From an optimization exercise on the open Yosys and OpenROAD flow, aimed at small area, a short achievable clock period and few clock cycles; shortcuts taken in it are not production practice.
In this exercise RTL edits were held to simulation tests only and were not proved equivalent to the original.
Power and IR drop assume default switching activity.

===== flow/config.mk =====
export PLATFORM = sky130hd
export DESIGN_NAME = imem_loader
export DESIGN_NICKNAME = imem_loader
export VERILOG_FILES = /design/flow/design.v
export SDC_FILE = /design/flow/constraint.sdc
export NUM_CORES = 4
export LEC_CHECK = 0
export CAP_MARGIN = 20
export CORE_MARGIN = 2
export CORE_UTILIZATION = 55
export SETUP_SLACK_MARGIN = 4
export SLEW_MARGIN = 20
export SYNTH_MEMORY_MAX_BITS = 8192

===== flow/constraint.sdc =====
create_clock -name core_clock -period 10.0 [get_ports {clk}]
set_input_delay 2.0000 -clock core_clock [delete_from_list [all_inputs] [get_ports {clk}]]
set_output_delay 2.0000 -clock core_clock [all_outputs]
set_load 0.01 [all_outputs]

===== flow/design.v =====
`default_nettype none
package imem_loader_pkg;
  localparam logic [15:0] HALT_INSTR = 16'hF000;
  typedef enum logic [2:0] {
    IDLE = 3'd0,
    HI   = 3'd1,
    LO   = 3'd2,
    CHK  = 3'd4,
    DONE = 3'd5
  } state_t;
endpackage
`default_nettype wire
`default_nettype none
module imem_ram #(
  parameter int DEPTH = 256,
  parameter int AW    = 8
) (
  input  logic          clk,
  input  logic          reset,
  input  logic          i_we,       
  input  logic [AW-1:0] i_waddr,
  input  logic [15:0]   i_wdata,
  input  logic [AW-1:0] i_raddr,
  output logic [15:0]   o_rdata,
  output logic [3:0]    o_free
);
  localparam int NR = DEPTH / 8;    
  logic [2:0]            r_ph;
  logic [7:0][NR*16-1:0] r_q;
  logic [3:0]            r_ev;
  logic [3:0][5:0]       r_ea;      
  logic [3:0][15:0]      r_ed;
  logic [3:0][2:0]       r_age;     
  logic [3:0]            w_go;      
  logic [NR-1:0]         w_ins;
  always_ff @(posedge clk) begin
    r_ph <= r_ph + 3'd1;
  end
  for (genvar e = 0; e < 4; e++) begin : g_ent
    logic w_take;
    assign w_take  = i_we & (i_waddr[1:0] == 2'(e));
    assign w_go[e] = r_ev[e] & (r_ea[e][2:0] == 3'(r_ph + 3'd1));
    assign o_free[e] = (r_age[e] >= 3'd6);
    always_ff @(posedge clk) begin
      if (w_take) begin
        r_ev[e]  <= 1'b1;
        r_ea[e]  <= i_waddr[AW-1:2];
        r_ed[e]  <= i_wdata;
      end else if (w_go[e]) begin
        r_ev[e]  <= 1'b0;
      end
    end
    always_ff @(posedge clk or posedge reset) begin
      if (reset)                 r_age[e] <= 3'd2;
      else if (w_take)           r_age[e] <= 3'd0;
      else if (r_age[e] != 3'd7) r_age[e] <= r_age[e] + 3'd1;
    end
  end
  for (genvar j = 0; j < NR; j++) begin : g_ring
    assign w_ins[j] = w_go[j % 4] & (r_ea[j % 4][5:3] == 3'(j / 4));
    always_ff @(posedge clk) begin
      r_q[0][j*16 +: 16] <= w_ins[j] ? r_ed[j % 4] : r_q[7][j*16 +: 16];
      for (int q = 1; q < 8; q++) r_q[q][j*16 +: 16] <= r_q[q-1][j*16 +: 16];
    end
  end
  logic [NR-1:0]   w_rsel;
  logic [7:0]      w_psel;
  logic [7:0][15:0] w_col;
  logic [15:0]     w_ram;
  logic            w_hit;
  always_comb begin
    for (int j = 0; j < NR; j++)
      w_rsel[j] = ({i_raddr[AW-1:5], i_raddr[1:0]} == 5'(j));
    for (int q = 0; q < 8; q++)
      w_psel[q] = (i_raddr[4:2] == 3'(r_ph - 3'(q)));
    w_ram = '0;
    for (int q = 0; q < 8; q++) begin
      w_col[q] = '0;
      for (int j = 0; j < NR; j++)
        w_col[q] = w_col[q] | ({16{w_rsel[j]}} & r_q[q][j*16 +: 16]);
      w_ram = w_ram | ({16{w_psel[q]}} & w_col[q]);
    end
  end
  assign w_hit   = r_ev[i_raddr[1:0]] & (r_ea[i_raddr[1:0]] == i_raddr[AW-1:2]);
  assign o_rdata = w_hit ? r_ed[i_raddr[1:0]] : w_ram;
endmodule
`default_nettype wire
`default_nettype none
module imem_loader #(
  parameter int DEPTH = 256,
  parameter int AW    = 8
) (
  input  logic          clk,
  input  logic          reset,
  input  logic          load_start,
  input  logic [AW-1:0] load_len,
  input  logic [7:0]    in_data,
  input  logic          in_valid,
  output logic          in_ready,
  input  logic [AW-1:0] pc,
  output logic [15:0]   ir,
  output logic          cpu_hold,
  output logic          done,
  output logic [AW-1:0] wr_addr,
  output logic          err
);
  imem_loader_pkg::state_t r_state;
  logic [AW-1:0] r_wr_addr;
  logic [AW-1:0] r_len;
  logic [7:0]    r_hi;
  logic          r_in_ready;
  logic          r_cpu_hold;
  logic          r_done;
  logic [7:0]    r_sum;
  logic          r_err;
  logic          w_accept;
  logic          w_lo;
  logic [AW-1:0] w_addr_inc;
  logic [15:0]   w_rdata;
  logic [3:0]    w_free;
  assign w_accept   = in_valid & r_in_ready;
  assign w_lo       = w_accept & (r_state == imem_loader_pkg::LO);
  assign w_addr_inc = r_wr_addr + 1'b1;
  always_ff @(posedge clk or posedge reset) begin
    if (reset) begin
      r_state    <= imem_loader_pkg::IDLE;
      r_wr_addr  <= '0;
      r_len      <= '0;
      r_hi       <= '0;
      r_in_ready <= 1'b0;
      r_cpu_hold <= 1'b0;
      r_done     <= 1'b0;
      r_sum      <= '0;
      r_err      <= 1'b0;
    end else begin
      r_done <= 1'b0;
      case (r_state)
        imem_loader_pkg::IDLE: begin
          if (load_start) begin
            r_cpu_hold <= 1'b1;
            r_wr_addr  <= '0;
            r_len      <= load_len;
            r_in_ready <= 1'b1;
            r_sum      <= '0;
            r_err      <= 1'b0;
            if (load_len != '0) r_state <= imem_loader_pkg::HI;
            else                r_state <= imem_loader_pkg::CHK;
          end
        end
        imem_loader_pkg::HI: begin
          if (w_accept) begin
            r_hi    <= in_data;
            r_sum   <= r_sum + in_data;
            r_state    <= imem_loader_pkg::LO;
            r_in_ready <= w_free[r_wr_addr[1:0]];
          end
        end
        imem_loader_pkg::LO: begin
          if (w_accept) begin
            r_sum     <= r_sum + in_data;
            r_wr_addr <= w_addr_inc;
            r_in_ready <= 1'b1;
            if (w_addr_inc == r_len) r_state <= imem_loader_pkg::CHK;
            else                     r_state <= imem_loader_pkg::HI;
          end else begin
            r_in_ready <= w_free[r_wr_addr[1:0]];
          end
        end
        imem_loader_pkg::CHK: begin
          if (w_accept) begin
            r_err      <= ((r_sum + in_data) != 8'd0);
            r_state    <= imem_loader_pkg::DONE;
            r_in_ready <= 1'b0;
            r_done     <= 1'b1;
          end
        end
        imem_loader_pkg::DONE: begin
          r_state    <= imem_loader_pkg::IDLE;
          r_cpu_hold <= 1'b0;
        end
        default: begin
          r_state    <= imem_loader_pkg::IDLE;
          r_in_ready <= 1'b0;
          r_cpu_hold <= 1'b0;
        end
      endcase
    end
  end
  imem_ram #(
    .DEPTH (DEPTH),
    .AW    (AW)
  ) u_ram (
    .clk     (clk),
    .reset   (reset),
    .i_we    (w_lo),
    .i_waddr (r_wr_addr),
    .i_wdata ({r_hi, in_data}),
    .i_raddr (pc),
    .o_rdata (w_rdata),
    .o_free  (w_free)
  );
  assign ir       = r_cpu_hold ? imem_loader_pkg::HALT_INSTR : w_rdata;
  assign in_ready = r_in_ready;
  assign cpu_hold = r_cpu_hold;
  assign done     = r_done;
  assign wr_addr  = r_wr_addr;
  assign err      = r_err;
endmodule
`default_nettype wire

===== flow/run.sh =====
#!/bin/bash
# synth_recipe.tcl (not shown) runs the flow's synth.tcl, then flattens the netlist and writes it again
# the make line also repeats each setting of config.mk as NAME=value (left out here)
make -C /OpenROAD-flow-scripts/flow DESIGN_CONFIG=/design/flow/config.mk WORK_HOME=/design/flow/orfs CLKGATE_MAP_FILE= SYNTH_SCRIPT=/design/flow/synth_recipe.tcl finish

==> reports/qor.txt, run 1 <==
Status = finished clean
Die Y = 471.2 microns
Max Clock Freq = 136.4 MHz
TritonCTS buffer count = 407
CP Capture Type = output port
Max Cap Viol = 0
Number of cells on the critical path = 11
Commonest non-fill, non-tap cells in the layout = dfxtp_1, a22oi_1, mux2_2
Sw Ratio = 21.87%
Final Non-Filler Cells = 12710
Clock power frac = 46.3%
Starting density of the core = 55.29%
Crit-path max FO = 19
Distinct cells, synth = 90
Routed Antenna Nets = 0
RePlAce Congestion = 1.015
Hold Path Class = register to register
Final Util = 67.43%
Seq pwr share = 50.5%
Register Area = 86060 sq um
Main synth FF type = dfxtp_1
Die Width = 471.2 microns
Mapped cell area = 120100 sq um
Root buffer cell = clkbuf_16
# port buffers = 55
CP max stage delay = 0.63 ns
Antenna violations before repair = 65
Clock latency on the worst-skew pair = 1.00 ns
Die area = 222100 sq um
Sink Count = 4242
Number of global-route vias before repair = 84850
Reg2reg setup slack = 5.24 ns
Synthesized flop and latch total = 4242
Nets@finish = 9550
Post-CTS Hold Fix Bufs = 0
DP Cell Count = 11570
Crit path max-delay family = compound AO/OA/AOI/OAI gates
TritonCTS clock tree = yes
1st-iter DRT viols = 16770
GR Util All Layers = 47.98%
Final Setup Violations = 0
Largest net degree at the start of global routing = 71
Core Box Area = 217200 sq um
Ys async rst share = 1.202%
Mapped Nets = 8994
Max-Slew Margin vs Limit = 8.869%
# IOs = 56
Worst R2R End = u_ram.r_q[151]
WHS = 0.3187 ns
Drt total wl = 562.3 mm
Layout area overhead = 21.96%
Net Switching = 7506 uW
Clk_skew = 0.04225 ns
P_int = 26820 uW
Post-DR wirelength/cell = 44.25 microns
Hold EP = u_ram.r_q[2609]
H-tree levels = 5
Final HPWL DP = 344.8 mm
RSZ-0062 raised after global routing = true
Critical Path AT = 5.33 ns
Final period utilization = 73.31%
1st-pass router iterations = 9
Post-synthesis cell count = 8942
Setup TNS Final = 0 ns
Vias = 90210
Syn Area/Cell = 13.43 sq um
First-pass GRT wire length = 726.2 mm
Final Hold Viols = 0
Worst Hold Depth = 0
Residual DRC count = 0
Syn. warnings = 2
Share of cells above drive strength 1 = 23.05%
Critical-path cell list = buf_16, or3_4, nor2_4, buf_4, buf_6, a22oi_1, nand4_1, o21ai_0, o2111a_1, o211ai_1, buf_2
Crit path kind = input pin to output port
EDFF count, synth = 88
Worst Max-Slew Pin Slew = 1.366 ns
CP startpoint kind = input pin
Cell depth of the worst flop-to-flop path = 8
Comb power frac = 3.1%
Total gr overflow = 0
Multi-input gate area = 34350 sq um
Fill cells = 15580
Worst Path Buf+Inv = 4
Seq/Total Area, Yosys = 71.68%
Slowest CP cell = o211ai_1
Required @ worst endpoint = 8.00 ns
Period minus WS final = 7.331 ns
Vias per inst = 7.099
Clk slew on worst S/H paths = 0.06 ns
Max VDD drop = 0.2091 mV
Worst Min Path Start = u_ram.r_q[2097]
Max-slew violation count = 0
Static leakage = 0.05772 uW
PD cells = 234.4 nW/um^2
Row count = 171
CTS Buffer Depth = 4
Commonest non-fill, non-tap cell in the layout = dfxtp_1
Worst r2r src = u_ram.r_ph[0]
logic make-up (layout without fill, tap and decap cells):
| kind of cell | after synthesis | count (layout) | synth area share, % |
|---|---|---|---|
| XOR/XNOR | 54 | 54 | 0.4002 |
| other | 0 | 39 | 0 |
| flip-flops | 4242 | 4242 | 71.68 |
| AO/OA/AOI/OAI | 2152 | 2152 | 13.74 |
| adder cells (fa/ha/maj) | 24 | 24 | 0.2564 |
| buffers and inverters | 560 | 1424 | 2.132 |
| multiplexers | 609 | 609 | 5.883 |
| AND/OR/NAND/NOR | 1301 | 1310 | 5.910 |
synth_stat cells, drive strengths merged (32+ instances only):
cell / number / area share, %
a2111oi: 70 / 0.54
a21oi: 65 / 0.27
a221oi: 100 / 0.73
a22o: 178 / 1.3
a22oi: 1557 / 9.7
and3: 233 / 1.2
buf: 371 / 1.5
clkbuf: 170 / 0.53
dfrtp: 47 / 0.98
dfxtp: 4103 / 68
edfxtp: 88 / 2.2
mux2: 543 / 5.1
mux2i: 43 / 0.36
nand2: 271 / 0.85
nand3: 152 / 0.63
nand4: 243 / 1.3
nor2: 128 / 0.41
nor3: 83 / 0.38
nor4: 68 / 0.35
o21ai: 32 / 0.13
xnor2: 33 / 0.25
worst max path at each step:
stage,end,start
floorplan,ir[7],pc[0]
global placement,ir[8],pc[7]
detailed placement,ir[13],pc[6]
CTS,ir[8],pc[0]
global route,ir[8],pc[0]
finish,ir[13],pc[5]
through the flow:
stage | worst slack (ns) | total power (uW) | area, sq um
final | 2.669 | 34330 | 146400
after global routing | 2.842 | 34900 | 146400
after CTS | 2.924 | 34120 | 144100
after detailed placement | 1.328 | 18550 | 125000
after global placement | 0.6904 | 18520 | 124900
after floorplan | 3.877 | 18090 | 121000
sequential cells by signal (all words and copies together) (netlist names), 3 cells and up:
register	cells
u_ram.r_q	4096
u_ram.r_ed	64
u_ram.r_ea	24
u_ram.r_age	12
r_hi	8
r_len	8
r_sum	8
r_wr_addr	8
u_ram.r_ev	4
r_state	3
u_ram.r_ph	3
power by group through the flow:
stage	Combinational, uW	Clock (uW)	Sequential, uW
6_report	1070	15900	17300
5_1_grt	1090	16500	17300
4_1_cts	977	15800	17300
3_5_place_dp	833	0	17700
3_3_place_gp	811	0	17700
2_1_floorplan	478	0	17600
layout make-up:
type	count	share of cell area [%]
Sequential cell	4242	58.77
Multi-Input combinational cell	4149	23.45
Clock buffer	583	8.160
Timing Repair Buffer	679	5.808
Tap cell	2854	2.439
Clock inverter	143	1.253
Antenna cell	39	0.06664
Inverter	19	0.04870
what timing repair did:
item | in CTS | in global routing
gates cloned | 44 | 18
setup buffers | 215 | 98
endpoints found under the setup margin | 16 | 16
resized for setup | 475 | 214
pin swaps | 112 | 112
metal layers:
layer | GRT usage, % | vias up | wire length (microns)
met5 | 0 | - | 186
met4 | 35.52 | 30 | 52320
met3 | 17.22 | 2489 | 82290
met2 | 66.83 | 8697 | 225400
met1 | 61.11 | 44460 | 202100
li1 | - | 34540 | -
Testbench counts, summed over its fixed seeds: cycles 13,203.
==> run 2, diff against run 1 <==
--- a/flow/design.v
+++ b/flow/design.v
@@ -126,7 +126,6 @@
       r_state    <= imem_loader_pkg::IDLE;
       r_wr_addr  <= '0;
       r_len      <= '0;
-      r_hi       <= '0;
       r_in_ready <= 1'b0;
       r_cpu_hold <= 1'b0;
       r_done     <= 1'b0;
@@ -149,8 +148,7 @@
         end
         imem_loader_pkg::HI: begin
           if (w_accept) begin
-            r_hi    <= in_data;
-            r_sum   <= r_sum + in_data;
+            r_sum      <= r_sum + in_data;
             r_state    <= imem_loader_pkg::LO;
             r_in_ready <= w_free[r_wr_addr[1:0]];
           end
@@ -185,6 +183,9 @@
         end
       endcase
     end
+  end
+  always_ff @(posedge clk) begin
+    if (w_accept && r_state == imem_loader_pkg::HI) r_hi <= in_data;
   end
   imem_ram #(
     .DEPTH (DEPTH),
--- a/flow/config.mk
+++ b/flow/config.mk
@@ -8,6 +8,8 @@
 export CAP_MARGIN = 20
 export CORE_MARGIN = 2
 export CORE_UTILIZATION = 55
+export CTS_CLUSTER_DIAMETER = 80
+export CTS_CLUSTER_SIZE = 22
 export SETUP_SLACK_MARGIN = 4
 export SLEW_MARGIN = 20
 export SYNTH_MEMORY_MAX_BITS = 8192
==> reports/qor.txt, run 2 <==
Status = finished clean
PD cells = 200.9 nW/um^2
Post-DR wirelength/cell = 45.18 microns
Nets@finish = 9283
Largest regs = u_ram.r_q x4096, u_ram.r_ed x64, u_ram.r_ea x24
Main combinational cell family by area after synthesis = compound AO/OA/AOI/OAI gates
Final Setup Violations = 0
CP Capture Type = output port
Final period utilization = 71.02%
TritonCTS clock tree = yes
H-tree levels = 4
Post-synthesis cell count = 8876
Hold Path Class = register to register
Clock latency on the worst-skew pair = 0.93 ns
Main synth FF type = dfxtp_1
Largest register FFs = 4096
Worst Max-Slew Pin Slew = 1.257 ns
CP max stage delay = 0.54 ns
Vias = 88330
Crit-path max FO = 9
Post-synthesis xor/xnor area fraction = 0.3936%
Multi-input gate area = 33940 sq um
Final HPWL DP = 335.0 mm
Commonest non-fill, non-tap cells in the layout = dfxtp_1, a22oi_1, mux2_2
Yosys top cell area share = 68.53%
CP startpoint kind = input pin
Antenna violations before repair = 70
Ys async rst share = 1.014%
Post-CTS Hold Fix Bufs = 0
Static leakage = 0.05318 uW
Final Hold Viols = 0
Area contributors post-synth = dfxtp_1, a22oi_1, mux2_2
1st-iter DRT viols = 16280
Crit path kind = input pin to output port
Simple-gate share of the synthesized area = 5.473%
Max-Slew Margin vs Limit = 15.96%
# IOs = 56
# port buffers = 55
Max Cap Viol = 0
Residual DRC count = 0
Drt total wl = 550.4 mm
Final Non-Filler Cells = 12180
Core Box Area = 217000 sq um
Distinct cells, synth = 85
Max Clock Freq = 140.8 MHz
Critical Path AT = 5.10 ns
Commonest non-fill, non-tap cell in the layout = dfxtp_1
Sink Count = 4242
Critical-path cell list = buf_16, buf_12, nand2b_4, buf_4, nor2_4, buf_16, buf_16, a22oi_2, o211ai_1, or4_4, a2111oi_4, o211ai_1, a2bb2oi_4, buf_6
RePlAce Congestion = 1.045
Period minus WS final = 7.102 ns
CTS Buffer Depth = 3
GR Util All Layers = 47.32%
EDFF count, synth = 96
Starting density of the core = 55.25%
Largest net degree at the start of global routing = 64
Number of global-route vias before repair = 82350
Most Frequent Cell on Critical Path = buf_16
Die Y = 470.8 microns
Fill cells = 16540
Register with the most flip-flops = u_ram.r_q
Syn. warnings = 2
Die Width = 470.8 microns
Layout area overhead = 15.45%
Top cell type by total area after synthesis = dfxtp_1
Mapped cell area = 119900 sq um
Max VDD drop = 0.1915 mV
Clk_skew = 0.05650 ns
Clk slew on worst S/H paths = 0.10 ns
Register Area = 86100 sq um
Seq/Total Area, Yosys = 71.84%
Compound-gate portion of the synthesized area = 14.10%
Total gr overflow = 0
Required @ worst endpoint = 8.00 ns
Root buffer cell = clkbuf_16
Setup TNS Final = 0 ns
TritonCTS buffer count = 212
Slowest CP cell = or4_4
Row count = 171
Count leader, synth = dfxtp_1
1st-pass router iterations = 10
Synthesized flop and latch total = 4242
Mux share of post-synthesis cell area = 5.898%
Syn Area/Cell = 13.50 sq um
Share of cells above drive strength 1 = 19.47%
Reg2reg setup slack = 5.93 ns
Max-slew violation count = 0
Mapped Nets = 8928
DP Cell Count = 11500
Die area = 221700 sq um
First-pass GRT wire length = 716.1 mm
Adder-Cell Fraction of Synth Area = 0.2568%
Commonest cells post-synth = dfxtp_1, a22oi_1, mux2_2
Vias per inst = 7.250
Routed Antenna Nets = 0
RSZ-0062 raised after global routing = true
run 2: final cells by class:
type	instances	area share (%)
sequential	4242	62.23
clock inverter	19	0.2369
multi-input combinational	4087	24.53
tap	2854	2.581
inverter	20	0.05968
clock buffer	240	3.948
timing repair buffer	668	6.326
antenna	53	0.09585
run 2: timing repair:
| action | CTS | global route |
|---|---|---|
| pin swaps | 118 | 102 |
| hold endpoints to repair | 0 | 0 |
| gates resized for setup | 523 | 175 |
| gates cloned | 45 | 17 |
| setup endpoints to repair | 16 | 16 |
| buffers inserted | 218 | 91 |
run 2: worst paths after layout:
kind,startpoint,end,cells after the start
setup / recovery,pc[0],ir[12],14
hold / removal,u_ram.r_q[1388],u_ram.r_q[1900],0
setup reg to reg,u_ram.r_ph[0],u_ram.r_q[83],8
hold reg to reg,u_ram.r_q[1388],u_ram.r_q[1900],0
max in group asynchronous,reset,r_cpu_hold,2
min in group asynchronous,reset,u_ram.r_age[9],2
run 2: worst max-delay path, delay by kind of cell:
| family | cells | cell delay, ns |
|---|---|---|
| AO/OA/AOI/OAI | 5 | 1.38 |
| buffers and inverters | 6 | 0.93 |
| AND/OR/NAND/NOR | 3 | 0.73 |
run 2: through the flow:
| step | setup slack [ns] | util (%) | total power (uW) | hold slack, ns | instance area (sq um) |
|---|---|---|---|---|---|
| after global routing | 2.938 | 63.73 | 28330 | 0.3221 | 138300 |
| after floorplan | 3.714 | - | 18040 | 0.3230 | 120300 |
| final | 2.898 | 63.78 | 27800 | 0.3144 | 138400 |
| after detailed placement | 1.305 | 57.50 | 18540 | 0.3280 | 124700 |
| after global placement | 1.296 | 57.45 | 18520 | 0.3257 | 124600 |
| after CTS | 3.036 | 62.77 | 27580 | 0.3050 | 136200 |
run 2: routing by layer:
| metal | global-route usage, % | routed length, microns | vias up | part of all wire, % |
|---|---|---|---|---|
| met5 | 0 | 343 | - | 0.062 |
| met4 | 33.42 | 45910 | 40 | 8.3 |
| met3 | 18.33 | 81250 | 2212 | 15 |
| met2 | 64.70 | 220200 | 8507 | 40 |
| met1 | 61.04 | 202700 | 43810 | 37 |
| li1 | - | - | 33760 | - |
run 2: kinds of logic (layout without fill, tap and decap cells):
| logic type | count (synthesis) | count (layout) |
|---|---|---|
| buffers and inverters | 555 | 947 |
| multiplexers | 612 | 612 |
| flip-flops | 4242 | 4242 |
| AO/OA/AOI/OAI | 2174 | 2174 |
| XOR/XNOR | 53 | 53 |
| AND/OR/NAND/NOR | 1216 | 1224 |
| adder cells (fa/ha/maj) | 24 | 24 |
| other | 0 | 53 |
run 2: report_power, final:
part	total [uW]	switching, uW	internal (uW)
Sequential	17300	171	17100
Clock	9370	5430	3950
Combinational	1150	755	398
Total	27800	6350	21400
Testbench counts of run 2, summed over its fixed seeds: cycles 13,203.
==> run 3, diff against run 2 <==
--- a/flow/design.v
+++ b/flow/design.v
@@ -21,6 +21,7 @@
   input  logic [AW-1:0] i_waddr,
   input  logic [15:0]   i_wdata,
   input  logic [AW-1:0] i_raddr,
+  input  logic          i_hold,     
   output logic [15:0]   o_rdata,
   output logic [3:0]    o_free
 );
@@ -63,26 +64,65 @@
       for (int q = 1; q < 8; q++) r_q[q][j*16 +: 16] <= r_q[q-1][j*16 +: 16];
     end
   end
-  logic [NR-1:0]   w_rsel;
-  logic [7:0]      w_psel;
-  logic [7:0][15:0] w_col;
-  logic [15:0]     w_ram;
-  logic            w_hit;
+  logic [NR-1:0] w_rsel;
+  logic [7:0]    w_psel;
+  logic [3:0]    w_esel;
+  logic [3:0]    w_ehit;
+  logic          w_hit;
+  logic [15:0]   w_bval;
   always_comb begin
     for (int j = 0; j < NR; j++)
       w_rsel[j] = ({i_raddr[AW-1:5], i_raddr[1:0]} == 5'(j));
     for (int q = 0; q < 8; q++)
       w_psel[q] = (i_raddr[4:2] == 3'(r_ph - 3'(q)));
-    w_ram = '0;
-    for (int q = 0; q < 8; q++) begin
-      w_col[q] = '0;
-      for (int j = 0; j < NR; j++)
-        w_col[q] = w_col[q] | ({16{w_rsel[j]}} & r_q[q][j*16 +: 16]);
-      w_ram = w_ram | ({16{w_psel[q]}} & w_col[q]);
-    end
-  end
-  assign w_hit   = r_ev[i_raddr[1:0]] & (r_ea[i_raddr[1:0]] == i_raddr[AW-1:2]);
-  assign o_rdata = w_hit ? r_ed[i_raddr[1:0]] : w_ram;
+    for (int e = 0; e < 4; e++) begin
+      w_esel[e] = (i_raddr[1:0] == 2'(e));
+      w_ehit[e] = w_esel[e] & r_ev[e] & (r_ea[e] == i_raddr[AW-1:2]);
+    end
+    w_hit  = |w_ehit;
+    w_bval = '0;
+    for (int e = 0; e < 4; e++) w_bval = w_bval | ({16{w_esel[e]}} & r_ed[e]);
+    w_bval = i_hold ? imem_loader_pkg::HALT_INSTR : w_bval;
+  end
+  for (genvar b = 0; b < 16; b++) begin : g_rbit
+    logic [31:0]     w_l2;      
+    logic [3:0]      w_l4;
+    for (genvar q = 0; q < 8; q++) begin : g_place
+      for (genvar m = 0; m < 4; m++) begin : g_l2
+        logic [7:0] w_d;
+        for (genvar k = 0; k < 8; k++) begin : g_k
+          assign w_d[k] = r_q[q][(8*m+k)*16 + b];
+        end
+        imem_ao8 u_l2 (.i_sel(w_rsel[8*m +: 8]), .i_d(w_d), .o_y(w_l2[4*q+m]));
+      end
+    end
+    for (genvar m = 0; m < 4; m++) begin : g_l4
+      imem_ao8 u_l4 (
+        .i_sel ({{4{w_psel[2*m+1]}}, {4{w_psel[2*m]}}}),
+        .i_d   (w_l2[8*m +: 8]),
+        .o_y   (w_l4[m]));
+    end
+    imem_rd_out u_out (.i_l4(w_l4), .i_s(w_hit | i_hold), .i_b(w_bval[b]), .o_y(o_rdata[b]));
+  end
+endmodule
+`default_nettype wire
+`default_nettype none
+module imem_ao8 (
+  input  logic [7:0] i_sel,
+  input  logic [7:0] i_d,
+  output logic       o_y
+);
+  assign o_y = |(i_sel & i_d);
+endmodule
+`default_nettype wire
+`default_nettype none
+module imem_rd_out (
+  input  logic [3:0] i_l4,
+  input  logic       i_s,
+  input  logic       i_b,
+  output logic       o_y
+);
+  assign o_y = i_s ? i_b : |i_l4;
 endmodule
 `default_nettype wire
 `default_nettype none
@@ -197,10 +237,11 @@
     .i_waddr (r_wr_addr),
     .i_wdata ({r_hi, in_data}),
     .i_raddr (pc),
+    .i_hold  (r_cpu_hold),
     .o_rdata (w_rdata),
     .o_free  (w_free)
   );
-  assign ir       = r_cpu_hold ? imem_loader_pkg::HALT_INSTR : w_rdata;
+  assign ir       = w_rdata;
   assign in_ready = r_in_ready;
   assign cpu_hold = r_cpu_hold;
   assign done     = r_done;
--- a/flow/config.mk
+++ b/flow/config.mk
@@ -12,4 +12,6 @@
 export CTS_CLUSTER_SIZE = 22
 export SETUP_SLACK_MARGIN = 4
 export SLEW_MARGIN = 20
+export SYNTH_HIERARCHICAL = 1
 export SYNTH_MEMORY_MAX_BITS = 8192
+export SYNTH_MINIMUM_KEEP_SIZE = 0
==> reports/qor.txt, run 3 <==
Met1 WL = 164.3 mm
Routed Antenna Nets = 0
Ys async rst share = 1.014%
Sink Count = 4242
Largest regs = u_ram.r_q x4096, u_ram.r_ed x64, u_ram.r_ea x24
First-pass GRT wire length = 538.4 mm
Crit-path max FO = 19
Nets@finish = 8941
Max Cap Viol = 0
Area contributors post-synth = dfxtp_1, a22oi_1, mux2_2
Largest net degree at the start of global routing = 73
Hold Path Class = register to register
Largest register FFs = 4096
Drt total wl = 397.1 mm
Total power = 27620 uW
Met3 wire len = 34.78 mm
RePlAce Congestion = 0.8623
Commonest non-fill, non-tap cell in the layout = dfxtp_1
Max Clock Freq = 149.7 MHz
1st-pass router iterations = 6
# port buffers = 55
Mapped cell area = 116800 sq um
Critical Path AT = 4.68 ns
Residual DRC count = 0
Top cell type by total area after synthesis = dfxtp_1
Post-CTS Hold Fix Bufs = 0
PD cells = 203.5 nW/um^2
CP Capture Type = output port
Post-synthesis cell count = 8213
Status = finished clean
CP max stage delay = 0.46 ns
1st-iter DRT viols = 8998
Max-slew violation count = 0
Top layer in use = met5
Final period utilization = 66.80%
Setup TNS Final = 0 ns
Count leader, synth = dfxtp_1
DP Cell Count = 11190
Post-DR wirelength/cell = 33.72 microns
TritonCTS clock tree = yes
Most Frequent Cell on Critical Path = buf_4
Max-Slew Margin vs Limit = 17.54%
Final Non-Filler Cells = 11780
Critical-path cell list = buf_16, buf_4, nand3_4, buf_4, nor2_4, buf_4, buf_6, a22oi_1, nand4_1, a22oi_2, nand4_1, nor4_4, o21ai_4, buf_6
Final Hold Viols = 0
Distinct cells, synth = 75
Period minus WS final = 6.680 ns
Die Y = 464.8 microns
Syn Area/Cell = 14.22 sq um
# IOs = 56
Share of cells above drive strength 1 = 20.05%
Root buffer cell = clkbuf_16
Syn. warnings = 8
Register with the most flip-flops = u_ram.r_q
Commonest non-fill, non-tap cells in the layout = dfxtp_1, a22oi_1, nand4_1
Number of global-route vias before repair = 74070
H-tree levels = 4
Layout area overhead = 16.20%
Clk slew on worst S/H paths = 0.09 ns
Core Box Area = 211700 sq um
Clock latency on the worst-skew pair = 0.91 ns
Yosys top cell area share = 70.33%
WHS = 0.3364 ns
Crit path kind = input pin to output port
Worst Path Buf+Inv = 6
Die Width = 464.8 microns
Slowest CP cell = nor4_4
Static leakage = 0.04973 uW
Commonest cells post-synth = dfxtp_1, a22oi_1, nand4_1
Vias = 76420
Clk_skew = 0.03082 ns
CP startpoint kind = input pin
Final HPWL DP = 235.3 mm
Max VDD drop = 0.2109 mV
Vias per inst = 6.489
GR Util All Layers = 34.96%
Fill cells = 15710
Die area = 216100 sq um
Main synth FF type = dfxtp_1
DR WL met2 = 173.9 mm
Mapped Nets = 8264
Synthesized flop and latch total = 4242
Final Util = 64.12%
Required @ worst endpoint = 8.00 ns
Row count = 169
Seq/Total Area, Yosys = 73.72%
CTS Buffer Depth = 3
Antenna violations before repair = 21
EDFF count, synth = 96
RSZ-0062 raised after global routing = true
Total gr overflow = 0
Final Setup Violations = 0
TritonCTS buffer count = 211
Worst Max-Slew Pin Slew = 1.237 ns
Crit path max-delay family = simple AND/OR/NAND/NOR gates
Starting density of the core = 55.18%
-- run 3: cell types whose count changed after synthesis, moves of 81 or more --
cell and delta:
buf_2 -201, clkbuf_1 -169, a221oi_1 -232, a22o_1 -287
nand4_1 +314, and3_1 -154, nand2_1 -179, buf_1 -81
a22oi_1 +993, nand3_1 -118
-- run 3: modules after synthesis, one instance, submodules excluded, excerpt --
| module | area [sq um] | cells |
|---|---|---|
| imem_loader | 2271 | 227 |
| imem_ao8 | 36.28 | 5 |
| imem_rd_out | 15.01 | 3 |
-- run 3: metrics by stage --
step	instance area [sq um]	setup WS (ns)
floorplan	117100	2.793
global placement	122800	1.232
detailed placement	122800	1.214
CTS	134200	3.447
global route	135700	3.309
finish	135700	3.320
-- run 3: report_power, final --
group | switching (uW) | internal (uW)
Sequential | 171 | 17100
Combinational | 771 | 406
Clock | 5210 | 3930
-- run 3: final timing paths --
| path | start | end | slack [ns] | cells past startpoint |
|---|---|---|---|---|
| hold / removal | u_ram.r_q[1574] | u_ram.r_q[2086] | 0.34 | 0 |
| min in group asynchronous | reset | u_ram.r_age[9] | 1.49 | 2 |
| setup / recovery | pc[0] | ir[6] | 3.32 | 14 |
| hold reg to reg | u_ram.r_q[1574] | u_ram.r_q[2086] | 0.34 | 0 |
| max in group asynchronous | reset | r_sum[1] | 8.09 | 3 |
| setup reg to reg | u_ram.r_ph[0] | u_ram.r_q[110] | 5.83 | 5 |
-- run 3: layout make-up --
cell class                      instances  area [sq um]  share of cell area, %
Sequential cell                      4242         86100                  63.44
Multi-Input combinational cell       3893         33180                  24.45
Timing Repair Buffer                  527          7103                  5.234
Clock buffer                          251          5525                  4.071
Tap cell                             2821          3530                  2.601
Clock inverter                         16         183.9                 0.1355
Inverter                               15         56.30                0.04149
Antenna cell                           12         30.03                0.02213
-- run 3: cell families after synthesis --
kind of cell / after synthesis / share of synthesized area [%]
compound gates: 2388 / 15.27
xor+xnor: 65 / 0.5635
fa+ha+maj: 23 / 0.2528
buf+inv: 95 / 0.3835
flops: 4242 / 73.72
mux: 533 / 5.299
simple gates: 867 / 4.508
-- run 3: what timing repair did --
item                                    CTS  global route
setup buffers                           205            21
pin swaps                               218           151
gates cloned                             62            19
resized for setup                       588           198
endpoints found under the setup margin   16            16
-- run 3: metal layers --
metal	GRT usage (%)	up-vias
met5	0	-
met4	18.21	8
met3	6.301	825
met2	53.08	3626
met1	47.90	38830
li1	-	33130
Testbench counts of run 3, summed over its fixed seeds: cycles 13,203.
==> run 4, diff against run 3 <==
--- a/flow/design.v
+++ b/flow/design.v
@@ -70,6 +70,8 @@
   logic [3:0]    w_ehit;
   logic          w_hit;
   logic [15:0]   w_bval;
+  logic          w_selr;    
+  logic [15:0]   w_selb;    
   always_comb begin
     for (int j = 0; j < NR; j++)
       w_rsel[j] = ({i_raddr[AW-1:5], i_raddr[1:0]} == 5'(j));
@@ -83,6 +85,8 @@
     w_bval = '0;
     for (int e = 0; e < 4; e++) w_bval = w_bval | ({16{w_esel[e]}} & r_ed[e]);
     w_bval = i_hold ? imem_loader_pkg::HALT_INSTR : w_bval;
+    w_selr = ~(w_hit | i_hold);
+    w_selb = {16{w_hit | i_hold}} & w_bval;
   end
   for (genvar b = 0; b < 16; b++) begin : g_rbit
     logic [31:0]     w_l2;      
@@ -102,7 +106,10 @@
         .i_d   (w_l2[8*m +: 8]),
         .o_y   (w_l4[m]));
     end
-    imem_rd_out u_out (.i_l4(w_l4), .i_s(w_hit | i_hold), .i_b(w_bval[b]), .o_y(o_rdata[b]));
+    logic [1:0] w_l5n;
+    imem_nor2   u_l5a (.i_a(w_l4[0]), .i_b(w_l4[1]), .o_y(w_l5n[0]));
+    imem_nor2   u_l5b (.i_a(w_l4[2]), .i_b(w_l4[3]), .o_y(w_l5n[1]));
+    imem_rd_out u_out (.i_l5n(w_l5n), .i_sn(w_selr), .i_sb(w_selb[b]), .o_y(o_rdata[b]));
   end
 endmodule
 `default_nettype wire
@@ -116,13 +123,22 @@
 endmodule
 `default_nettype wire
 `default_nettype none
+module imem_nor2 (
+  input  logic i_a,
+  input  logic i_b,
+  output logic o_y
+);
+  assign o_y = ~(i_a | i_b);
+endmodule
+`default_nettype wire
+`default_nettype none
 module imem_rd_out (
-  input  logic [3:0] i_l4,
-  input  logic       i_s,
-  input  logic       i_b,
+  input  logic [1:0] i_l5n,
+  input  logic       i_sn,
+  input  logic       i_sb,
   output logic       o_y
 );
-  assign o_y = i_s ? i_b : |i_l4;
+  assign o_y = (i_sn & ~(i_l5n[0] & i_l5n[1])) | i_sb;
 endmodule
 `default_nettype wire
 `default_nettype none
==> reports/qor.txt, run 4 <==
Row count = 169
Setup crit end = ir[3]
Slowest CP cell = a21o_4
First-pass GRT wire length = 567.1 mm
Largest net degree at the start of global routing = 105
Share of cells above drive strength 1 = 18.70%
Setup TNS Final = 0 ns
DP Area = 122700 sq um
Most Frequent Cell on Critical Path = buf_16
Top cell type by total area after synthesis = dfxtp_1
PD cells = 203.5 nW/um^2
Final Non-Filler Cells = 11750
Routed Antenna Nets = 0
Drt total wl = 415.5 mm
Ys async rst share = 1.014%
RePlAce Congestion = 0.8346
Final Hold Viols = 0
Syn Area/Cell = 14.17 sq um
Dpl ws = 1.619 ns
Reg2reg setup slack = 5.77 ns
Worst r2r src = u_ram.r_ph[0]
Clock power frac = 33.2%
Adder-Cell Fraction of Synth Area = 0.2529%
CP startpoint kind = input pin
Main combinational cell family by area after synthesis = compound AO/OA/AOI/OAI gates
Max-Slew Margin vs Limit = 18.90%
# IOs = 56
Mux share of post-synthesis cell area = 5.333%
H-tree levels = 4
Residual DRC count = 0
1st-iter DRT viols = 10260
Area contributors post-synth = dfxtp_1, a22oi_1, mux2_2
Hold Path Class = register to register
Post-synthesis cell count = 8238
EDFF count, synth = 96
TritonCTS buffer count = 212
P_int = 21450 uW
Fill cells = 15810
Nets@finish = 8908
Vias = 77300
Total gr overflow = 0
Clock latency on the worst-skew pair = 0.91 ns
Max Clock Freq = 151.4 MHz
Seq/Total Area, Yosys = 73.75%
Die Width = 464.7 microns
CP max stage delay = 0.26 ns
CP Capture Type = output port
Critical-path cell list = buf_16, buf_16, nand3b_1, buf_6, nor2_4, buf_12, buf_16, buf_4, a22oi_1, nand4_1, a22oi_1, nand4_1, nor2_2, nand2_1, a21o_4, buf_2
Worst R2R End = u_ram.r_q[254]
Starting density of the core = 55.21%
Commonest non-fill, non-tap cells in the layout = dfxtp_1, a22oi_1, nand4_1
Crit path kind = input pin to output port
Largest regs = u_ram.r_q x4096, u_ram.r_ed x64, u_ram.r_ea x24
Seq pwr share = 63.0%
Core Box Area = 211500 sq um
Static leakage = 0.04967 uW
Count leader, synth = dfxtp_1
Post-synthesis xor/xnor area fraction = 0.5305%
1st-pass router iterations = 6
Root buffer cell = clkbuf_16
Worst Max-Slew Pin Slew = 1.207 ns
Syn. warnings = 8
Crit-path max FO = 7
Distinct cells, synth = 74
Clk_skew = 0.03839 ns
Max Cap Viol = 0
# port buffers = 55
Largest register FFs = 4096
DP Cell Count = 11200
Sw Ratio = 22.17%
Max VDD drop = 0.2204 mV
Number of global-route vias before repair = 74770
Max-slew violation count = 0
Sink Count = 4242
Die Y = 464.7 microns
RSZ-0062 raised after global routing = true
Final period utilization = 66.05%
PnR worst setup slack = 3.395 ns
Main synth FF type = dfxtp_1
Commonest non-fill, non-tap cell in the layout = dfxtp_1
Clk slew on worst S/H paths = 0.09 ns
Antenna violations before repair = 28
Commonest cells post-synth = dfxtp_1, a22oi_1, nand4_1
Final non-filler cell area = 135400 sq um
Register with the most flip-flops = u_ram.r_q
Critical Path AT = 4.61 ns
Simple-gate share of the synthesized area = 4.414%
Crit path from = pc[0]
TritonCTS clock tree = yes
Final Setup Violations = 0
Status = finished clean
CTS Buffer Depth = 3
Synthesized flop and latch total = 4242
Post-DR wirelength/cell = 35.37 microns
Cell depth of the worst flop-to-flop path = 8
Compound-gate portion of the synthesized area = 15.33%
Die area = 216000 sq um
Final HPWL DP = 221.4 mm
GR Util All Layers = 37.39%
Layout area overhead = 16.02%
Required @ worst endpoint = 8.00 ns
Yosys top cell area share = 70.36%
Mapped cell area = 116700 sq um
Vias per inst = 6.580
Mapped Nets = 8289
Period minus WS final = 6.605 ns
Comb power frac = 3.8%
Net Switching = 6110 uW
run 4: cell types whose count changed in the layout (fill, tap and decap cells not counted), moves of 23 or more:
cell	delta
nor2_1	+23
buf_6	-26
a22oi_2	-40
a22oi_1	+39
buf_16	+42
buf_4	-60
run 4: layout make-up:
cell class | count | area (sq um) | share of cell area [%]
clock inverters | 18 | 186.4 | 0.1376
repair buffers | 480 | 7376 | 5.446
well taps | 2821 | 3530 | 2.606
flip-flops and latches | 4242 | 86100 | 63.57
clock buffers | 252 | 5529 | 4.082
multi-input cells | 3901 | 32620 | 24.08
inverters | 20 | 75.07 | 0.05543
diodes | 13 | 32.53 | 0.02402
run 4: through the flow:
stage | util (%) | hold slack (ns) | total power, uW
global route | 64.05 | 0.3404 | 28310
finish | 64.06 | 0.3317 | 27560
global placement | 58.01 | 0.3321 | 18560
detailed placement | 58.04 | 0.3362 | 18590
floorplan | - | 0.3311 | 18160
CTS | 63.85 | 0.3310 | 27560
run 4: cell families (layout without fill, tap and decap cells):
family	Yosys count	after routing
AOI/OAI and AO/OA	2392	2392
muxes	533	533
buffers and inverters	100	770
xor gates and xnor gates	65	65
and+or+nand+nor	883	888
other	0	13
DFF	4242	4242
adders and majority gates	23	23
run 4: worst min path at each step:
stage	from	endpoint	cells past startpoint
floorplan	u_ram.r_q[544]	u_ram.r_q[1056]	0
global placement	u_ram.r_q[2438]	u_ram.r_q[2950]	0
detailed placement	u_ram.r_q[1186]	u_ram.r_q[1698]	0
CTS	u_ram.r_q[2018]	u_ram.r_q[2530]	0
global route	u_ram.r_q[1015]	u_ram.r_q[1527]	0
finish	u_ram.r_q[1095]	u_ram.r_q[1607]	0
run 4: power groups by stage:
stage	registers [uW]	logic, uW	clock network, uW
3_5_place_dp	17800	835	0
4_1_cts	17400	1010	9180
6_report	17400	1050	9150
2_1_floorplan	17700	487	0
3_3_place_gp	17700	817	0
5_1_grt	17400	1090	9820
run 4: critical path, delay by kind of cell:
kind            cells  cell delay [ns]
compound gates      3             0.71
simple gates        6             0.72
buf+inv             7             1.12
run 4: per-layer routing:
layer  up-vias  GRT usage [%]  part of all wire [%]
li1      32990              -                     -
met1     39250          50.18                    41
met2      4112          55.09                    43
met3       920          10.89                    11
met4        26          18.79                   5.9
met5         -         0.3788                 0.041
run 4: what timing repair did:
| item | CTS | global route |
|---|---|---|
| hold buffers | 0 | 0 |
| pin swaps | 204 | 86 |
| endpoints found under the setup margin | 16 | 16 |
| resized for setup | 641 | 72 |
| setup buffers | 179 | 10 |
| gates cloned | 79 | 1 |
run 4: Yosys stat by module, one instance, submodules excluded, excerpt:
| module | times used | cells inside | flops+latches | cell area (sq um) |
|---|---|---|---|---|
| imem_rd_out | 16 | 2 | 0 | 11.26 |
| imem_nor2 | 32 | 1 | 0 | 3.754 |
| imem_ao8 | 576 | 5 | 0 | 36.28 |
| imem_loader | 1 | 227 | 39 | 2271 |
Testbench counts of run 4, summed over its fixed seeds: cycles 13,203.
==> run 5, diff against run 4 <==
--- a/flow/config.mk
+++ b/flow/config.mk
@@ -7,9 +7,10 @@
 export LEC_CHECK = 0
 export CAP_MARGIN = 20
 export CORE_MARGIN = 2
-export CORE_UTILIZATION = 55
+export CORE_UTILIZATION = 63
 export CTS_CLUSTER_DIAMETER = 80
 export CTS_CLUSTER_SIZE = 22
+export PLACE_DENSITY = 0.7
 export SETUP_SLACK_MARGIN = 4
 export SLEW_MARGIN = 20
 export SYNTH_HIERARCHICAL = 1
==> reports/qor.txt, run 5 <==
Status = finished clean
Commonest non-fill, non-tap cell in the layout = dfxtp_1
Period minus WS final = 6.555 ns
Final HPWL DP = 209.8 mm
Core Box Area = 183700 sq um
Max-Slew Margin vs Limit = 15.93%
Post-DR wirelength/cell = 35.09 microns
Total gr overflow = 0
Die Width = 434.5 microns
Vias = 78760
CP startpoint kind = input pin
Clk_skew = 0.03827 ns
Layout area overhead = 15.44%
Share of cells above drive strength 1 = 18.41%
Register Area = 86100 sq um
M1 GR Usage = 54.37%
Setup TNS Final = 0 ns
Area contributors post-synth = dfxtp_1, a22oi_1, mux2_2
DP Cell Count = 10820
Critical Path AT = 4.56 ns
Commonest non-fill, non-tap cells in the layout = dfxtp_1, a22oi_1, nand4_1
Met2 Track Usage GR = 59.47%
Static leakage = 0.04949 uW
Multi-input gate area = 32640 sq um
GR Util All Layers = 40.84%
Row count = 157
Top cell type by total area after synthesis = dfxtp_1
Required @ worst endpoint = 8.00 ns
1st-iter DRT viols = 11060
Fill cells = 11850
Clock latency on the worst-skew pair = 0.89 ns
Final Setup Violations = 0
Number of global-route vias before repair = 75730
Max-slew violation count = 0
Antenna violations before repair = 25
# port buffers = 55
CTS Buffer Depth = 3
Sink Count = 4242
Distinct cells, synth = 74
Busiest layer in global routing = met2
H-tree levels = 4
Residual DRC count = 0
Max VDD drop = 0.1570 mV
Dpl ws = 1.611 ns
Post-CTS Hold Fix Bufs = 0
Die area = 188800 sq um
Critical-path cell list = buf_12, or2_4, buf_6, buf_12, nor2_4, buf_12, buf_16, a22oi_1, nand4_1, a22oi_2, nand4_1, nor2_1, nand2_2, a21o_1, buf_2
Nets@finish = 8872
Register with the most flip-flops = u_ram.r_q
Synthesized flop and latch total = 4242
Vias per inst = 6.940
PnR worst setup slack = 3.445 ns
# IOs = 56
Largest register FFs = 4096
Commonest cells post-synth = dfxtp_1, a22oi_1, nand4_1
PD cells = 204.4 nW/um^2
Hold Path Class = register to register
Final period utilization = 65.55%
1st-pass router iterations = 8
Mapped cell area = 116700 sq um
TritonCTS clock tree = yes
WHS = 0.3173 ns
Syn Area/Cell = 14.17 sq um
RePlAce Congestion = 0.8673
Largest net degree at the start of global routing = 89
CP max stage delay = 0.31 ns
Most Frequent Cell on Critical Path = buf_12
Max Clock Freq = 152.6 MHz
Yosys top cell area share = 70.36%
Count leader, synth = dfxtp_1
Seq/Total Area, Yosys = 73.75%
First-pass GRT wire length = 544.3 mm
Drt total wl = 398.2 mm
EDFF count, synth = 96
Ys async rst share = 1.014%
Largest regs = u_ram.r_q x4096, u_ram.r_ed x64, u_ram.r_ea x24
Starting density of the core = 63.56%
Crit path kind = input pin to output port
RSZ-0062 raised after global routing = true
Max Cap Viol = 0
Clk slew on worst S/H paths = 0.08 ns
Mapped Nets = 8289
Die Y = 434.5 microns
CP Capture Type = output port
Routed Antenna Nets = 0
Worst Max-Slew Pin Slew = 1.257 ns
Global Route met3 Usage = 12.16%
Root buffer cell = clkbuf_16
TritonCTS buffer count = 212
Slowest CP cell = a22oi_1
Crit-path max FO = 16
Final Hold Viols = 0
Syn. warnings = 8
Post-synthesis cell count = 8238
Final Non-Filler Cells = 11350
Main synth FF type = dfxtp_1
-- run 5: cell counts after synthesis --
Identical to the previous run, type by type.
-- run 5: area by class of cell --
| class | count | share of cell area (%) |
|---|---|---|
| flip-flops and latches | 4242 | 63.89 |
| inverters | 20 | 0.05571 |
| well taps | 2464 | 2.288 |
| repair buffers | 442 | 5.248 |
| multi-input cells | 3903 | 24.22 |
| diodes | 13 | 0.02414 |
| clock buffers | 252 | 4.150 |
| clock inverters | 13 | 0.1216 |
-- run 5: stage by stage --
step / power (uW) / area [sq um] / util [%]
6_report: 27550 / 134800 / 73.37
3_3_place_gp: 18540 / 122100 / 66.48
5_1_grt: 28180 / 134700 / 73.36
4_1_cts: 27460 / 134000 / 72.94
3_5_place_dp: 18580 / 122100 / 66.48
2_1_floorplan: 18160 / 117100 / -
-- run 5: repair_timing --
item / CTS / global route
cloned: 85 / 6
resized for setup: 625 / 119
pin swaps: 229 / 131
setup endpoints to repair: 16 / 16
setup buffers: 147 / 11
-- run 5: worst paths after layout --
kind	startpoint	end	slack [ns]	depth (start not counted)
setup / recovery	pc[6]	ir[0]	3.45	15
hold / removal	u_ram.r_q[3372]	u_ram.r_q[3884]	0.32	0
setup reg to reg	u_ram.r_ph[0]	u_ram.r_q[492]	5.90	7
hold reg to reg	u_ram.r_q[3372]	u_ram.r_q[3884]	0.32	0
max in group asynchronous	reset	r_sum[3]	8.16	3
min in group asynchronous	reset	u_ram.r_age[3]	1.43	2
-- run 5: cell families after synthesis --
| family | after synthesis | synth area share, % |
|---|---|---|
| xor gates and xnor gates | 65 | 0.5305 |
| AOI/OAI and AO/OA | 2392 | 15.33 |
| adders and majority gates | 23 | 0.2529 |
| muxes | 533 | 5.333 |
| and+or+nand+nor | 883 | 4.414 |
| DFF | 4242 | 73.75 |
| buffers and inverters | 100 | 0.3890 |
-- run 5: worst max-delay path, delay by kind of cell --
kind / cells / cell delay [ns]
AND/OR/NAND/NOR: 6 / 0.87
buffers and inverters: 6 / 0.84
AO/OA/AOI/OAI: 3 / 0.83
-- run 5: per-module statistics from Yosys, one instance, submodules excluded, a selection --
module,area (sq um),flip-flops and latches,copies in the design,cells inside
imem_loader,2271,39,1,227
imem_nor2,3.754,0,32,1
imem_ao8,36.28,0,576,5
imem_rd_out,11.26,0,16,2
-- run 5: power breakdown --
| group | internal [uW] | switching [uW] | leakage [uW] |
|---|---|---|---|
| Combinational | 361 | 656 | 0.0122 |
| Sequential | 17200 | 203 | 0.0345 |
| Clock | 3960 | 5200 | 0.00281 |
-- run 5: routing by layer --
metal / wire length [microns] / part of all wire, %
met3: 49460 / 12
met4: 26410 / 6.6
met1: 153800 / 39
met2: 168400 / 42
met5: 140 / 0.035
==> run 6, diff against run 5 <==
--- a/flow/config.mk
+++ b/flow/config.mk
@@ -8,8 +8,8 @@
 export CAP_MARGIN = 20
 export CORE_MARGIN = 2
 export CORE_UTILIZATION = 63
-export CTS_CLUSTER_DIAMETER = 80
-export CTS_CLUSTER_SIZE = 22
+export CTS_CLUSTER_DIAMETER = 85
+export CTS_CLUSTER_SIZE = 25
 export PLACE_DENSITY = 0.7
 export SETUP_SLACK_MARGIN = 4
 export SLEW_MARGIN = 20
==> reports/qor.txt, run 6 <==
Mapped cell area = 116700 sq um
DP Area = 122100 sq um
Drt total wl = 395.1 mm
Top cell type by total area after synthesis = dfxtp_1
Final period utilization = 65.11%
DR WL met2 = 168.4 mm
Worst Max-Slew Pin Slew = 1.135 ns
Slowest CP cell = a22oi_1
Syn. warnings = 8
Crit path from = pc[0]
Final Setup Violations = 0
Static leakage = 0.04896 uW
Post-synthesis cell count = 8238
Status = finished clean
Largest net degree at the start of global routing = 89
TritonCTS buffer count = 188
Largest regs = u_ram.r_q x4096, u_ram.r_ed x64, u_ram.r_ea x24
PD cells = 202.6 nW/um^2
Final non-filler cell area = 133600 sq um
Top layer in use = met5
Largest register FFs = 4096
Ys async rst share = 1.014%
GR Util All Layers = 40.68%
Number of global-route vias before repair = 75030
Row count = 157
Commonest cells post-synth = dfxtp_1, a22oi_1, nand4_1
Crit path kind = input pin to output port
Synthesized flop and latch total = 4242
Layout area overhead = 14.45%
Cell depth of the worst flop-to-flop path = 8
Max Cap Viol = 0
Clk slew on worst S/H paths = 0.10 ns
Crit-path max FO = 72
RSZ-0062 raised after global routing = true
PnR worst setup slack = 3.489 ns
Max Clock Freq = 153.6 MHz
Die Y = 434.5 microns
Count leader, synth = dfxtp_1
Clk_skew = 0.02824 ns
Dpl ws = 1.611 ns
Commonest non-fill, non-tap cells in the layout = dfxtp_1, a22oi_1, nand4_1
Core Box Area = 183700 sq um
Worst r2r src = u_ram.r_ph[0]
Setup TNS Final = 0 ns
Max-slew violation count = 0
Worst Min Path Start = u_ram.r_q[1494]
Max VDD drop = 0.1988 mV
Die Width = 434.5 microns
Met3 wire len = 47.21 mm
Final HPWL DP = 209.8 mm
Seq/Total Area, Yosys = 73.75%
Share of cells above drive strength 1 = 17.68%
Commonest non-fill, non-tap cell in the layout = dfxtp_1
Met1 WL = 154.8 mm
# IOs = 56
Root buffer cell = clkbuf_16
Residual DRC count = 0
Total gr overflow = 0
Clock latency on the worst-skew pair = 0.88 ns
Yosys top cell area share = 70.36%
Critical-path cell list = buf_16, buf_12, nand3b_1, buf_6, nor2_4, buf_12, a22oi_1, nand4_1, a22oi_2, nand4_1, nor2_1, nand2_1, a21o_1, buf_2
Main synth FF type = dfxtp_1
Distinct cells, synth = 74
Syn Area/Cell = 14.17 sq um
Area contributors post-synth = dfxtp_1, a22oi_1, mux2_2
Vias per inst = 6.920
Critical Path AT = 4.51 ns
CP startpoint kind = input pin
Sink Count = 4242
Final Hold Viols = 0
Die area = 188800 sq um
Vias = 78140
EDFF count, synth = 96
Antenna violations before repair = 20
RePlAce Congestion = 0.8673
H-tree levels = 4
CP max stage delay = 0.39 ns
Post-DR wirelength/cell = 34.99 microns
CP Capture Type = output port
Register with the most flip-flops = u_ram.r_q
1st-pass router iterations = 7
Mapped Nets = 8289
# port buffers = 55
Period minus WS final = 6.511 ns
TritonCTS clock tree = yes
CTS Buffer Depth = 3
Nets@finish = 8819
Starting density of the core = 63.56%
First-pass GRT wire length = 542.3 mm
1st-iter DRT viols = 11380
Routed Antenna Nets = 0
Required @ worst endpoint = 8.00 ns
Max-Slew Margin vs Limit = 24.11%
Hold Path Class = register to register
Worst Hold Depth = 0
-- run 6: per-stage QoR --
step	cells	total power, uW	hold WS, ns	utilization (%)
after floorplan	8238	18160	0.3311	-
after global placement	10820	18540	0.3316	66.48
after detailed placement	10820	18580	0.3362	66.48
after CTS	11270	26980	0.3269	72.49
after global routing	11290	27680	0.3399	72.74
final	11290	27070	0.3337	72.75
-- run 6: path summary, 6_finish.rpt --
kind / endpoint / slack [ns]
setup / recovery: ir[10] / 3.49
hold / removal: u_ram.r_q[2006] / 0.33
setup reg to reg: u_ram.r_q[179] / 5.86
hold reg to reg: u_ram.r_q[2006] / 0.33
max in group asynchronous: r_wr_addr[2] / 8.15
min in group asynchronous: u_ram.r_age[6] / 1.47
-- run 6: cell families after synthesis --
logic type	synth area share, %
buf+inv	0.3890
flops	73.75
simple gates	4.414
compound gates	15.33
xor+xnor	0.5305
mux	5.333
fa+ha+maj	0.2529
-- run 6: cell type report --
class | instances | area, sq um
antenna | 8 | 20.02
clock buffer | 232 | 5071
clock inverter | 9 | 100.1
fill | 11990 | 50050
inverter | 20 | 75.07
multi-input combinational | 3903 | 32530
sequential | 4242 | 86100
tap | 2464 | 3083
timing repair buffer | 413 | 6633
-- run 6: worst max-delay path: cells and delay by family --
family	cells	cell delay, ns
AO/OA/AOI/OAI	3	0.87
buffers and inverters	5	0.76
AND/OR/NAND/NOR	6	0.69
-- run 6: where the power goes --
part           internal, uW  leakage (uW)  switching (uW)
Sequential            17200        0.0345             202
Clock                  3590       0.00252            5090
Combinational           355        0.0120             654
Total                 21100        0.0490            5940
-- run 6: metal layers --
layer / GRT usage [%] / vias up
met1: 54.49 / 39380
met2: 59.73 / 4860
li1: - / 32820
met3: 11.76 / 1068
met4: 21.96 / 12
met5: 0 / -
-- run 6: what timing repair did --
| action | CTS | global route |
|---|---|---|
| hold buffers | 0 | 0 |
| resized for setup | 649 | 46 |
| setup buffers | 132 | 5 |
| pin swaps | 194 | 64 |
| gates cloned | 77 | 6 |
| endpoints found under the setup margin | 16 | 16 |
-- run 6: modules after synthesis (local to each module, per instance), excerpt --
module,cells inside,area (sq um)
imem_rd_out,2,11.26
imem_ao8,5,36.28
imem_loader,227,2271
imem_nor2,1,3.754
==> run 7, diff against run 6 <==
--- a/flow/config.mk
+++ b/flow/config.mk
@@ -7,10 +7,9 @@
 export LEC_CHECK = 0
 export CAP_MARGIN = 20
 export CORE_MARGIN = 2
-export CORE_UTILIZATION = 63
-export CTS_CLUSTER_DIAMETER = 85
-export CTS_CLUSTER_SIZE = 25
-export PLACE_DENSITY = 0.7
+export CORE_UTILIZATION = 55
+export CTS_CLUSTER_DIAMETER = 90
+export CTS_CLUSTER_SIZE = 28
 export SETUP_SLACK_MARGIN = 4
 export SLEW_MARGIN = 20
 export SYNTH_HIERARCHICAL = 1
==> reports/qor.txt, run 7 <==
Status = finished clean
Dpl ws = 1.619 ns
Worst r2r src = u_ram.r_ph[0]
Seq/Total Area, Yosys = 73.75%
Worst R2R End = u_ram.r_q[190]
RePlAce Congestion = 0.8346
Die Y = 464.7 microns
Final HPWL DP = 221.4 mm
Syn. warnings = 8
PnR worst setup slack = 3.368 ns
Cell depth of the worst flop-to-flop path = 8
Final period utilization = 66.32%
Antenna violations before repair = 22
Met2 Track Usage GR = 53.51%
Sink Count = 4242
Total power = 26780 uW
Drt total wl = 401.3 mm
Die Width = 464.7 microns
EDFF count, synth = 96
Area contributors post-synth = dfxtp_1, a22oi_1, mux2_2
Row count = 169
Routed Antenna Nets = 0
RSZ-0062 raised after global routing = true
Clock power frac = 31.3%
Main synth FF type = dfxtp_1
P_int = 20860 uW
Vias = 76450
M1 GR Usage = 49.14%
Period minus WS final = 6.632 ns
Total gr overflow = 0
Required @ worst endpoint = 8.00 ns
Setup TNS Final = 0 ns
Vias per inst = 6.528
Clk_skew = 0.04373 ns
Post-synthesis cell count = 8238
# port buffers = 55
Hold EP = u_ram.r_q[979]
1st-pass router iterations = 6
Seq pwr share = 64.9%
Distinct cells, synth = 74
Global Route met3 Usage = 9.385%
Static leakage = 0.04907 uW
Reg2reg setup slack = 5.74 ns
Core Box Area = 211500 sq um
Mapped cell area = 116700 sq um
Max VDD drop = 0.2255 mV
Largest regs = u_ram.r_q x4096, u_ram.r_ed x64, u_ram.r_ea x24
Comb power frac = 3.8%
Commonest cells post-synth = dfxtp_1, a22oi_1, nand4_1
Crit path kind = input pin to output port
Max Cap Viol = 0
Final Setup Violations = 0
Final Util = 63.39%
Starting density of the core = 55.21%
GR Util All Layers = 36.05%
Final Hold Viols = 0
Commonest non-fill, non-tap cells in the layout = dfxtp_1, a22oi_1, nand4_1
Hold Path Class = register to register
1st-iter DRT viols = 9928
Worst Max-Slew Pin Slew = 1.193 ns
Share of cells above drive strength 1 = 17.97%
Number of global-route vias before repair = 73800
TritonCTS buffer count = 171
TritonCTS clock tree = yes
CP startpoint kind = input pin
Max-slew violation count = 0
PD cells = 199.8 nW/um^2
Count leader, synth = dfxtp_1
Net Switching = 5923 uW
Max Clock Freq = 150.8 MHz
Crit-path max FO = 6
Busiest layer in global routing = met2
Residual DRC count = 0
Max-Slew Margin vs Limit = 19.90%
Worst Hold Depth = 0
H-tree levels = 4
Top cell type by total area after synthesis = dfxtp_1
Clk slew on worst S/H paths = 0.10 ns
Syn Area/Cell = 14.17 sq um
Critical Path AT = 4.63 ns
Crit path from = pc[0]
Largest net degree at the start of global routing = 89
Clock latency on the worst-skew pair = 0.89 ns
Root buffer cell = clkbuf_16
Commonest non-fill, non-tap cell in the layout = dfxtp_1
# IOs = 56
CP Capture Type = output port
Nets@finish = 8860
Worst Min Path Start = u_ram.r_q[467]
CTS Buffer Depth = 3
Sw Ratio = 22.12%
Largest register FFs = 4096
Mapped Nets = 8289
Die area = 216000 sq um
Register with the most flip-flops = u_ram.r_q
First-pass GRT wire length = 550.3 mm
Synthesized flop and latch total = 4242
Post-DR wirelength/cell = 34.27 microns
Layout area overhead = 14.82%
Ys async rst share = 1.014%
Yosys top cell area share = 70.36%
## run 7: layout make-up
cell class                 instances  area, sq um
fill                           15970        77410
antenna                           28        70.07
multi-input combinational       3901        32480
clock inverter                    13        147.6
tap                             2821         3530
timing repair buffer             473         7017
inverter                          20        75.07
sequential                      4242        86100
clock buffer                     212         4624
## run 7: modules after synthesis (local to each module, per instance), a selection
module	area (sq um)	cells	times used	flip-flops and latches
imem_ao8	36.28	5	576	0
imem_nor2	3.754	1	32	0
imem_rd_out	11.26	2	16	0
imem_loader	2271	227	1	39
## run 7: what timing repair did
action | in CTS | in global routing
resized for setup | 570 | 97
endpoints found under the hold margin | 0 | 0
pin swaps | 163 | 119
gates cloned | 62 | 3
setup endpoints to repair | 16 | 16
hold buffers | 0 | 0
setup buffers | 193 | 4
## run 7: per-layer routing
| layer | wire length (microns) | vias to the layer above |
|---|---|---|
| li1 | - | 32930 |
| met1 | 167000 | 38800 |
| met2 | 174300 | 3922 |
| met3 | 39850 | 778 |
| met4 | 20020 | 12 |
| met5 | 77 | - |
## run 7: cells by family after synthesis
logic type | share of synthesized area (%)
xor gates and xnor gates | 0.5305
and+or+nand+nor | 4.414
AOI/OAI and AO/OA | 15.33
adders and majority gates | 0.2529
buffers and inverters | 0.3890
DFF | 73.75
muxes | 5.333
## run 7: how the worst max path moves through the flow
stage | endpoint | slack, ns | cells past startpoint
after CTS | ir[5] | 3.43 | 17
final | ir[7] | 3.37 | 17
after global placement | ir[14] | 1.64 | 12
after global routing | ir[12] | 3.36 | 16
after floorplan | ir[0] | 3.01 | 11
after detailed placement | ir[5] | 1.62 | 12
## run 7: per-stage QoR
step                      std cells  hold WS [ns]  instance area, sq um
after global routing          11690        0.3399                134000
after CTS                     11680        0.3353                133500
after global placement        11190        0.3321                122700
after detailed placement      11200        0.3362                122700
after floorplan                8238        0.3311                117100
final                         11710        0.3255                134000
## run 7: worst max-delay path: stages
cell and delay [ns]:
buf_16 0.14, buf_16 0.15, or3_4 0.42, buf_12 0.15
nor2_4 0.16, buf_12 0.15, buf_16 0.16, buf_6 0.12
buf_12 0.11, a22oi_2 0.08, nand4_1 0.13, a22oi_2 0.12
nand4_1 0.16, nor2_2 0.06, nand2_1 0.05, a21o_1 0.24
buf_2 0.18
## run 7: power groups by stage
stage               clock [uW]  sequential [uW]  combinational (uW)
floorplan                    0            17700                 487
global placement             0            17700                 817
detailed placement           0            17800                 835
CTS                       8390            17400                 996
global route              9010            17400                1060
finish                    8380            17400                1020

[what the ideal ports hide]
Ports are ideal in the flow. The routed layouts listed here were re-timed in OpenROAD.
Step 1 assumes that a clkbuf_16 drives the clock port and a buf_2 every other input.
Step 2 adds t to the input delays and takes it off the output delays; t is the mean of the earliest and latest rising clock arrival at the registers after step 1. Input paths then give back, and output paths get back, about the clock's delay inside the block.
Three values: ideal ports, drivers, drivers and shift; two values: the first two.
| run | shift t [ns] | setup slack, ns | hold slack, ns | clock arrival spread, ns |
|---|---|---|---|---|
| run 1 | 1.075 | 2.669 / 2.406 / 2.406 | 0.319 / 0.319 / 0.319 | 0.048 / 0.047 |
| run 2 | 1.016 | 2.898 / 2.631 / 2.631 | 0.314 / 0.314 / 0.314 | 0.058 / 0.058 |
| run 3 | 0.994 | 3.320 / 3.043 / 3.043 | 0.336 / 0.336 / 0.336 | 0.039 / 0.039 |
| run 4 | 0.990 | 3.395 / 3.302 / 3.302 | 0.332 / 0.332 / 0.332 | 0.042 / 0.042 |
| run 5 | 0.974 | 3.445 / 3.186 / 3.186 | 0.317 / 0.317 / 0.317 | 0.057 / 0.058 |
| run 6 | 0.972 | 3.489 / 3.260 / 3.260 | 0.334 / 0.334 / 0.334 | 0.034 / 0.034 |
| run 7 | 0.957 | 3.368 / 3.263 / 3.263 | 0.326 / 0.326 / 0.326 | 0.057 / 0.056 |
After both steps setup and hold are still met in every run listed. The setup slack of run 3, which loses most, moves by -0.277 ns with the drivers and by -0.277 ns with both steps.
